This is an optimization exercise on Yosys and OpenROAD, whose aim is small area, a short achievable clock period and few clock cycles, not a production implementation. Only simulation tests tie the RTL to the original design; equivalence was not proved. Power figures rest on the tool's default switching activity, not on a simulated workload.

==> inputs of 11-15 <==
Design ccl_top, start of the top module:
module ccl_top (
    input  logic                              clk,
    input  logic                              reset,
    input  logic [7:0]                        rom_q,
    output logic [$clog2(128)-1:0] rom_a,
    output logic [$clog2(1024)-1:0]    sram_a,
    output logic [7:0]                        sram_d,
    output logic                              sram_wen,
    output logic                              finish
);
export LEC_CHECK = 0
export CAP_MARGIN = 20
export CORE_MARGIN = 2
export CORE_UTILIZATION = 50
export SLEW_MARGIN = 20
create_clock -name core_clock -period 10.0 [get_ports {clk}]
standard.sh (not shown) runs the stock make flow with config.mk's settings and CLKGATE_MAP_FILE= SYNTH_SCRIPT=/design/flow/synth_recipe.tcl, a recipe that flattens the netlist after the stock synthesis.
==> flow/flow/run.sh <==
#!/bin/bash
# The standard layout (the standard.sh: standard synthesis, floorplan,
# placement, CTS, routing, finish), with the timing repair steps asked to
# leave 6.8 ns of setup slack at the design's 10 ns clock instead of 0.
# The constraints (constraint.sdc) are the design's, unchanged.
set -euo pipefail
export SETUP_SLACK_MARGIN=6.8
bash standard.sh synth > synth.log 2>&1
bash standard.sh finish > layout.log 2>&1
==> inputs of 11-06, as changes to 11-15 <==
--- a/flow/design.v
+++ b/flow/design.v
@@ -139,29 +139,29 @@
     logic        px_go;
     logic [6:0]  lab;
     logic [6:0]  ua_n;
     logic        sel_en;
     logic        adv;
     logic        overflow;
     logic        ph, ph1;
-    logic [4:0]  f0;         
-    logic        fv;         
+    logic [4:0]  f0, f1;
+    logic [1:0]  fcnt;
     logic        pf_push, pf_pop;
     logic [4:0]  pf_val;
     logic        u_a1, u_a2, u_b1, u_b2, u_link;
     logic        u_busy;
     logic [6:0]  ua, ub;
     logic        u_req;
     logic        found;
     assign u_busy   = u_a1 || u_a2 || u_b1 || u_b2 || u_link;
     assign found    = (R == prv);
     assign overflow = m_p1 && xv && fEvt && ev[7];
     assign px_go    = xv && ((m_p1 && !(fUn && u_busy) && !(fEvt && ev[7]) && !(fUn && !fL && !ph)) ||
-                             (m_p2 && (!fEvt || fv)));
-    assign pf_pop   = m_p2 && xv && fEvt && fv;
+                             (m_p2 && (!fEvt || (fcnt != 2'd0))));
+    assign pf_pop   = m_p2 && xv && fEvt && (fcnt != 2'd0);
     always_comb begin
         if (fL)                    lab = last;
         else if (fU || fUL || fUR) lab = lb_rd;
         else if (m_p1)      lab = ev[6:0];
         else                lab = {2'b00, f0};
     end
     assign ua_n  = fL ? last : ua;
@@ -171,15 +171,15 @@
     assign adv    = sel_en && rem_z && nxt_ready && (y != 6'd32) && run;
     logic        r_r, r_c, r_p;
     logic [7:0]  ntot;       
     logic [4:0]  rc;         
     logic        pf_space;
     logic        r_root;
     assign r_root   = (R == ev[6:0]);
-    assign pf_space = !fv || pf_pop;
+    assign pf_space = (fcnt != 2'd2) || pf_pop;
     assign pf_push  = pf_space && ((r_c && r_root) || r_p);
     assign pf_val   = r_p ? R[4:0] : rc;
     typedef enum logic [2:0] {F_CLR, F_A, F_W, F_C, F_D} fst_t;
     typedef enum logic [1:0] {K_SEED, K_GROW, K_NBR} kind_t;
     fst_t        fst;
     kind_t       kind;
     logic [9:0]  fb_idx, seed, pix;
@@ -378,15 +378,25 @@
         sram_a <= sa_n;
         sram_d <= sd_n;
         q1_k   <= fk[1:0];
         q2_k   <= q1_k;
         if (b_direct) bcur <= bcap;
         if (b_pop)    bcur <= bq0a;
         if (p1_end)   ntot <= ev;
-        if (pf_push) f0 <= pf_val;
+        case ({pf_push, pf_pop})
+            2'b10: begin
+                if (fcnt == 2'd0) f0 <= pf_val; else f1 <= pf_val;
+            end
+            2'b01: f0 <= f1;
+            2'b11: begin
+                if (fcnt == 2'd1) f0 <= pf_val;
+                else begin f0 <= f1; f1 <= pf_val; end
+            end
+            default: ;
+        endcase
     end
     always_ff @(posedge clk or posedge reset) begin
         if (reset) begin
             m_p1     <= 1'b1;
             m_p2     <= 1'b0;
             m_fb     <= 1'b0;
             m_done   <= 1'b0;
@@ -419,15 +429,15 @@
             u_b1     <= 1'b0;
             u_b2     <= 1'b0;
             u_link   <= 1'b0;
             r_r      <= 1'b0;
             r_c      <= 1'b0;
             r_p      <= 1'b0;
             rc       <= 5'd1;
-            fv       <= 1'b0;
+            fcnt     <= '0;
         end else begin
             tw_en    <= tw_en_n;
             lbw_en   <= lbw_en_n;
             swr      <= !swen_n;
             q1_f <= f_req;
             q1_b <= b_req;
             q2_f <= q1_f;
@@ -484,16 +494,19 @@
                 else if (pf_space) begin r_c <= 1'b0; r_r <= (ev + 8'd1 != ntot); end
             end
             if (r_p && pf_space) begin r_p <= 1'b0; r_r <= (ev + 8'd1 != ntot); end
             if (pf_push) begin
                 ev <= ev + 8'd1;
                 if (r_c) rc <= rc + 5'd1;
             end
-            if (pf_push)     fv <= 1'b1;
-            else if (pf_pop) fv <= 1'b0;
+            case ({pf_push, pf_pop})
+                2'b10:   fcnt <= fcnt + 2'd1;
+                2'b01:   fcnt <= fcnt - 2'd1;
+                default: ;
+            endcase
             if (overflow) begin
                 m_p1   <= 1'b0;
                 m_fb   <= 1'b1;
                 xv     <= 1'b0;
                 u_a1   <= 1'b0;
                 u_a2   <= 1'b0;
                 u_b1   <= 1'b0;
- CORE_UTILIZATION: 50 -> 45
==> inputs of 11-11, as changes to 11-15 <==
- CORE_UTILIZATION: 50 -> 45
==> comparison <==
Total power: 11-06 > 11-11 > 11-15.
Area after synthesis is about the same in 11-06 and 11-15.
Against 11-11, the non-clock buffer count of 11-06 is lower by 3.
Routed wire length: 11-06 is larger than 11-11 (0.68%).
Of 11-11 and 11-15, 11-11 has the higher clock power (gap 5.7%, measured against 11-15).
Of 11-11 and 11-15, 11-15 has the higher fmax (gap about 0.8%, measured against 11-15).
Register-to-register slack: 11-11 is better than 11-06 (0.09 ns).
==> figures <==
item	11-06	11-11	11-15
Smallest setup slack after layout	6.56 ns	6.59 ns	6.62 ns
Filler Cell Count	12200	12300	10400
Area share of the largest cell type after synthesis	57.4%	57.1%	57.1%
Mapped Cells	4551	4706	4706
Combinational group share of total power	0.2%	0.2%	0.3%
Number of register bits inferred by synthesis	1544	1538	1538
Total detailed-routing wirelength	197 mm	195 mm	203 mm
Detailed Route Iter0 Violations	5232	4757	5055
Area of the placeable core	150000 sq um	150000 sq um	135000 sq um
Hold Worst Slack	0.339 ns	0.329 ns	0.353 ns
Internal Dissipation	10500 uW	10400 uW	10100 uW
Starting density of the core	45.4%	45.4%	50.3%
Power in the clock group	6190 uW	6140 uW	5810 uW
Status	complete, no violations	complete, no violations	complete, no violations
GR met1 Demand/Resource	35.4%	35.3%	39.8%
Synth Area in Compound Gates	6.98%	8.02%	8.02%
Testbench counts of 11-15, summed over its fixed seeds: cycles 33,179.
Testbench counts of 11-06, summed over its fixed seeds: cycles 33,171.
Testbench counts of 11-11, summed over its fixed seeds: cycles 33,179.

[static timing again, ports no longer ideal]
No port has a modelled driver above. Below, the same layouts with a new extraction and two added sets of constraints. Step 1 (the two cells are an assumption about what drives the block):
set clk [get_ports {clk}]
set_driving_cell -lib_cell sky130_fd_sc_hd__clkbuf_16 $clk
set_driving_cell -lib_cell sky130_fd_sc_hd__buf_2 [delete_from_list [all_inputs] $clk]
Step 2, shift: input delay + t, output delay - t, t = (earliest + latest rising clock arrival at the registers) / 2. This alone moves slack from input paths to output paths. a / b / c = ideal ports / drivers / drivers and shift; a / b = the first two.
run | t, ns | setup WS [ns] | worst setup path at the end
11-15 | 0.855 | 6.616 / 6.545 / 5.933 | input to register
11-06 | 0.856 | 6.561 / 6.515 / 6.063 | input to register
11-11 | 0.857 | 6.589 / 6.508 / 6.065 | input to register
After both steps setup and hold are still met in every run listed. The setup slack of 11-15, which loses most, moves by -0.071 ns with the drivers and by -0.683 ns with both steps.
